Source: an optimization exercise on an open RTL-to-GDS flow (aim: small area). Production flows keep margins and buffers that such runs may drop.
Function was checked by simulation only, so behaviour that the tests miss may differ from the original.
Power figures rest on the tool's default switching activity, not on a simulated workload.

==> wip/nickel <==
==> flow/design.v <==
`timescale 1ns/1ps
module tcp_stats_monitor (
  input  logic        ap_clk,
  input  logic        ap_rst_n,
  input  logic        ap_start,
  input  logic [63:0] cnt_preset,
  input  logic        rx_tvalid,
  input  logic        rx_tready,
  input  logic [7:0]  rx_tkeep,
  input  logic        rx_tlast,
  input  logic        tx_tvalid,
  input  logic        tx_tready,
  input  logic [7:0]  tx_tkeep,
  input  logic        tx_tlast,
  input  logic        tx_status_tvalid,
  input  logic        tx_status_tready,
  input  logic [63:0] tx_status_tdata,
  input  logic        open_status_tvalid,
  input  logic        open_status_tready,
  input  logic [23:0] open_status_tdata,
  input  logic        close_tvalid,
  input  logic        close_tready,
  output logic        ap_done,
  output logic        ap_idle,
  output logic [41:0] rx_bytes,
  output logic [41:0] tx_bytes,
  output logic [31:0] rx_pkts,
  output logic [31:0] tx_pkts,
  output logic [31:0] sts_total,
  output logic [31:0] sts_good,
  output logic [31:0] open_total,
  output logic [31:0] open_good,
  output logic [63:0] exec_cycles
);
  logic       start_prev;
  logic       rx_fire, tx_fire;
  logic [3:0] rx_cnt, tx_cnt;
  assign rx_fire = rx_tvalid & rx_tready & ap_rst_n;
  assign tx_fire = tx_tvalid & tx_tready & ap_rst_n;
  always_comb begin
    rx_cnt = 4'd0;
    tx_cnt = 4'd0;
    for (int i = 0; i < 8; i++) begin
      rx_cnt = rx_cnt + {3'd0, rx_tkeep[i]};
      tx_cnt = tx_cnt + {3'd0, tx_tkeep[i]};
    end
  end
  logic       s1_start, s1_close, s1_rxp, s1_txp, s1_sts, s1_stsg, s1_open, s1_openg;
  logic [3:0] s1_rxb, s1_txb;
  always_ff @(posedge ap_clk) begin
    start_prev <= ap_start & ap_rst_n;
    s1_start   <= ap_start & ~start_prev & ap_rst_n;
    s1_close   <= close_tvalid & close_tready & ap_rst_n;
    s1_rxb     <= rx_fire ? rx_cnt : 4'd0;
    s1_rxp     <= rx_fire & rx_tlast;
    s1_txb     <= tx_fire ? tx_cnt : 4'd0;
    s1_txp     <= tx_fire & tx_tlast;
    s1_sts     <= tx_status_tvalid & tx_status_tready & ap_rst_n;
    s1_stsg    <= tx_status_tvalid & tx_status_tready & ap_rst_n
                  & ~tx_status_tdata[63] & ~tx_status_tdata[62];
    s1_open    <= open_status_tvalid & open_status_tready & ap_rst_n;
    s1_openg   <= open_status_tvalid & open_status_tready & ap_rst_n & open_status_tdata[16];
  end
  logic       s2_start, s2_close, s2_rxp, s2_txp, s2_sts, s2_stsg, s2_open, s2_openg;
  logic [3:0] s2_rxb, s2_txb;
  logic       rst_q;   
  always_ff @(posedge ap_clk) begin
    rst_q    <= ~ap_rst_n;
    s2_start <= s1_start;
    s2_close <= s1_close;
    s2_rxb   <= s1_rxb;
    s2_rxp   <= s1_rxp;
    s2_txb   <= s1_txb;
    s2_txp   <= s1_txp;
    s2_sts   <= s1_sts;
    s2_stsg  <= s1_stsg;
    s2_open  <= s1_open;
    s2_openg <= s1_openg;
  end
  logic live;    
  logic clear;   
  logic keep;    
  logic [63:0] pre;   
  assign live  = ap_rst_n & ~rst_q;
  assign clear = live & s2_start;
  assign keep  = ap_rst_n & ~clear;
  assign pre   = cnt_preset & {64{clear}};
  logic close_now;
  logic running;
  assign close_now = live & s2_close;
  always_ff @(posedge ap_clk) begin
    ap_done <= close_now;
    running <= ~close_now & (clear | (running & ap_rst_n));
  end
  assign ap_idle = ~running;
  logic [41:0] rx_bytes_d, tx_bytes_d;
  logic [31:0] rx_pkts_d, tx_pkts_d, sts_total_d, sts_good_d, open_total_d, open_good_d;
  logic [63:0] exec_cycles_d;
  stat_add #(.W(42), .IW(4)) u_rxb (.q(rx_bytes),   .pre(pre[41:0]), .keep, .inc(s2_rxb & {4{live}}), .d(rx_bytes_d));
  stat_add #(.W(42), .IW(4)) u_txb (.q(tx_bytes),   .pre(pre[41:0]), .keep, .inc(s2_txb & {4{live}}), .d(tx_bytes_d));
  stat_add #(.W(32), .IW(1)) u_rxp (.q(rx_pkts),    .pre(pre[31:0]), .keep, .inc(s2_rxp & live),   .d(rx_pkts_d));
  stat_add #(.W(32), .IW(1)) u_txp (.q(tx_pkts),    .pre(pre[31:0]), .keep, .inc(s2_txp & live),   .d(tx_pkts_d));
  stat_add #(.W(32), .IW(1)) u_st  (.q(sts_total),  .pre(pre[31:0]), .keep, .inc(s2_sts & live),   .d(sts_total_d));
  stat_add #(.W(32), .IW(1)) u_sg  (.q(sts_good),   .pre(pre[31:0]), .keep, .inc(s2_stsg & live),  .d(sts_good_d));
  stat_add #(.W(32), .IW(1)) u_ot  (.q(open_total), .pre(pre[31:0]), .keep, .inc(s2_open & live),  .d(open_total_d));
  stat_add #(.W(32), .IW(1)) u_og  (.q(open_good),  .pre(pre[31:0]), .keep, .inc(s2_openg & live), .d(open_good_d));
  stat_add #(.W(64), .IW(1)) u_ex  (.q(exec_cycles), .pre(pre),    .keep, .inc(running & keep),  .d(exec_cycles_d));
  always_ff @(posedge ap_clk) begin
    rx_bytes    <= rx_bytes_d;
    tx_bytes    <= tx_bytes_d;
    rx_pkts     <= rx_pkts_d;
    tx_pkts     <= tx_pkts_d;
    sts_total   <= sts_total_d;
    sts_good    <= sts_good_d;
    open_total  <= open_total_d;
    open_good   <= open_good_d;
    exec_cycles <= exec_cycles_d;
  end
endmodule
module stat_add #(
  parameter int W  = 32,
  parameter int IW = 1
) (
  input  logic [W-1:0]  q,
  input  logic [W-1:0]  pre,
  input  logic          keep,
  input  logic [IW-1:0] inc,
  output logic [W-1:0]  d
);
  logic [W-1:0] base;
  logic [W:IW]  c;   
  assign base = (q & {W{keep}}) | pre;
  assign {c[IW], d[IW-1:0]} = {1'b0, base[IW-1:0]} + {1'b0, inc};
  localparam int B = 4;   
  localparam int S = 4;   
  localparam int NB = (W - IW + B - 1) / B;
  localparam int NS = (NB + S - 1) / S;
  logic [NB-1:0] pb;         
  logic [NB:0]   cb;         
  logic [NS-1:0] ps;         
  logic [NS:0]   cs;         
  for (genvar k = 0; k < NB; k++) begin : g_pb
    localparam int LO = IW + k * B;
    localparam int HI = (LO + B - 1 < W - 1) ? LO + B - 1 : W - 1;
    assign pb[k] = &base[HI:LO];
  end
  for (genvar m = 0; m < NS; m++) begin : g_ps
    localparam int LO = m * S;
    localparam int HI = (LO + S - 1 < NB - 1) ? LO + S - 1 : NB - 1;
    assign ps[m] = &pb[HI:LO];
  end
  assign cs[0] = c[IW];
  for (genvar m = 0; m < NS; m++) begin : g_cs
    assign cs[m+1] = cs[m] & ps[m];
  end
  for (genvar k = 0; k < NB; k++) begin : g_cb
    if (k % S == 0) begin : g_first
      assign cb[k] = cs[k / S];
    end else begin : g_next
      assign cb[k] = cb[k-1] & pb[k-1];
    end
  end
  for (genvar i = IW; i < W; i++) begin : g_bit
    if ((i - IW) % B == 0) begin : g_first
      if (i > IW) begin : g_c
        assign c[i] = cb[(i - IW) / B];
      end
    end else begin : g_next
      assign c[i] = c[i-1] & base[i-1];
    end
    assign d[i] = base[i] ^ c[i];
  end
endmodule
==> flow/flow/run.sh <==
#!/bin/bash
# standard layout, with the port buffers made of the smallest buffer cell
cp standard.sh standard_sh_copy.log
export BUFFER_PORTS_ARGS="-buffer_cell sky130_fd_sc_hd__buf_1"
bash standard.sh REMOVE_ABC_BUFFERS=1 finish > standard.log 2>&1
==> flow/standard.sh <==
#!/bin/bash
# synth_recipe.tcl (not shown) runs the flow's synth.tcl, then flattens the netlist and writes it again
# the make line also repeats each setting of config.mk as NAME=value (left out here)
make -C /OpenROAD-flow-scripts/flow DESIGN_CONFIG=/design/flow/config.mk WORK_HOME=/design/flow/orfs CLKGATE_MAP_FILE= SYNTH_SCRIPT=/design/flow/synth_recipe.tcl "${@:-finish}"
==> flow/config.mk <==
export PLATFORM = sky130hd
export DESIGN_NAME = tcp_stats_monitor
export DESIGN_NICKNAME = tcp_stats_monitor
export VERILOG_FILES = /design/flow/design.v
export SDC_FILE = /design/flow/constraint.sdc
export NUM_CORES = 4
export LEC_CHECK = 0
export ABC_AREA = 1
export CAP_MARGIN = 20
export CORE_MARGIN = 2
export CORE_UTILIZATION = 65
export CTS_BUF_LIST = sky130_fd_sc_hd__clkbuf_16
export CTS_CLUSTER_DIAMETER = 100
export CTS_CLUSTER_SIZE = 30
export GPL_TIMING_DRIVEN = 0
export PLACE_DENSITY = 0.75
export SLEW_MARGIN = 20
==> flow/constraint.sdc <==
create_clock -name core_clock -period 4.0 [get_ports {ap_clk}]
set_input_delay 0.8000 -clock core_clock [delete_from_list [all_inputs] [get_ports {ap_clk}]]
set_output_delay 0.8000 -clock core_clock [all_outputs]
set_load 0.01 [all_outputs]
==> wip/ember: changes against wip/nickel <==
==> flow/flow/run.sh (replaced) <==
#!/bin/bash
# standard layout, with the port buffers made of the smallest buffer cell
cp standard.sh standard_sh_copy.log
export BUFFER_PORTS_ARGS="-buffer_cell sky130_fd_sc_hd__buf_1"
bash standard.sh > standard.log 2>&1
--- a/flow/config.mk
+++ b/flow/config.mk
@@ -12,4 +12,4 @@
 export CTS_BUF_LIST = sky130_fd_sc_hd__clkbuf_16
-export CTS_CLUSTER_DIAMETER = 100
-export CTS_CLUSTER_SIZE = 30
+export CTS_CLUSTER_DIAMETER = 70
+export CTS_CLUSTER_SIZE = 24
 export GPL_TIMING_DRIVEN = 0
==> notes <==
Of wip/ember and wip/nickel, wip/ember has the higher core utilization (gap 1.0 points).
Clock power: wip/nickel is lower than wip/ember (18%).
In wip/ember the routed wire length is higher than in wip/nickel, by 8.7%.
Of wip/ember and wip/nickel, wip/ember has the higher combinational power (gap about 3%, measured against wip/nickel).
Area after synthesis is the same in wip/ember and wip/nickel.
Of wip/ember and wip/nickel, wip/ember has the higher non-clock buffer count (gap 35).

==> separate check: timing with driven ports <==
How much do the figures lean on ideal ports? The routed layouts below were timed once more, with nothing changed but the port constraints.
Step 1 sets driving cells, clkbuf_16 on the clock port and buf_2 on the other inputs (assumed; they add their load-dependent delay and slew).
Step 2 also shifts input and output timing later by t, the mid clock arrival at the registers, as if the neighbouring blocks saw the same clock.
a / b / c = no drivers / after step 1 / after step 2; a / b = the first two.
run	shift t [ns]	setup WS [ns]	worst hold slack (ns)	clock arrival spread, ns	worst register clock-pin slew, ns
wip/nickel	0.571	0.214 / 0.214 / -0.330	0.320 / 0.320 / 0.320	0.022 / 0.022	0.12 / 0.12
wip/ember	0.579	0.138 / 0.164 / -0.415	0.321 / 0.321 / 0.321	0.016 / 0.016	0.10 / 0.10
Met with ideal ports but missed after step 2: setup timing in wip/nickel and wip/ember. The setup slack of wip/ember, which loses most, moves by +0.026 ns with the drivers and by -0.553 ns with both steps.
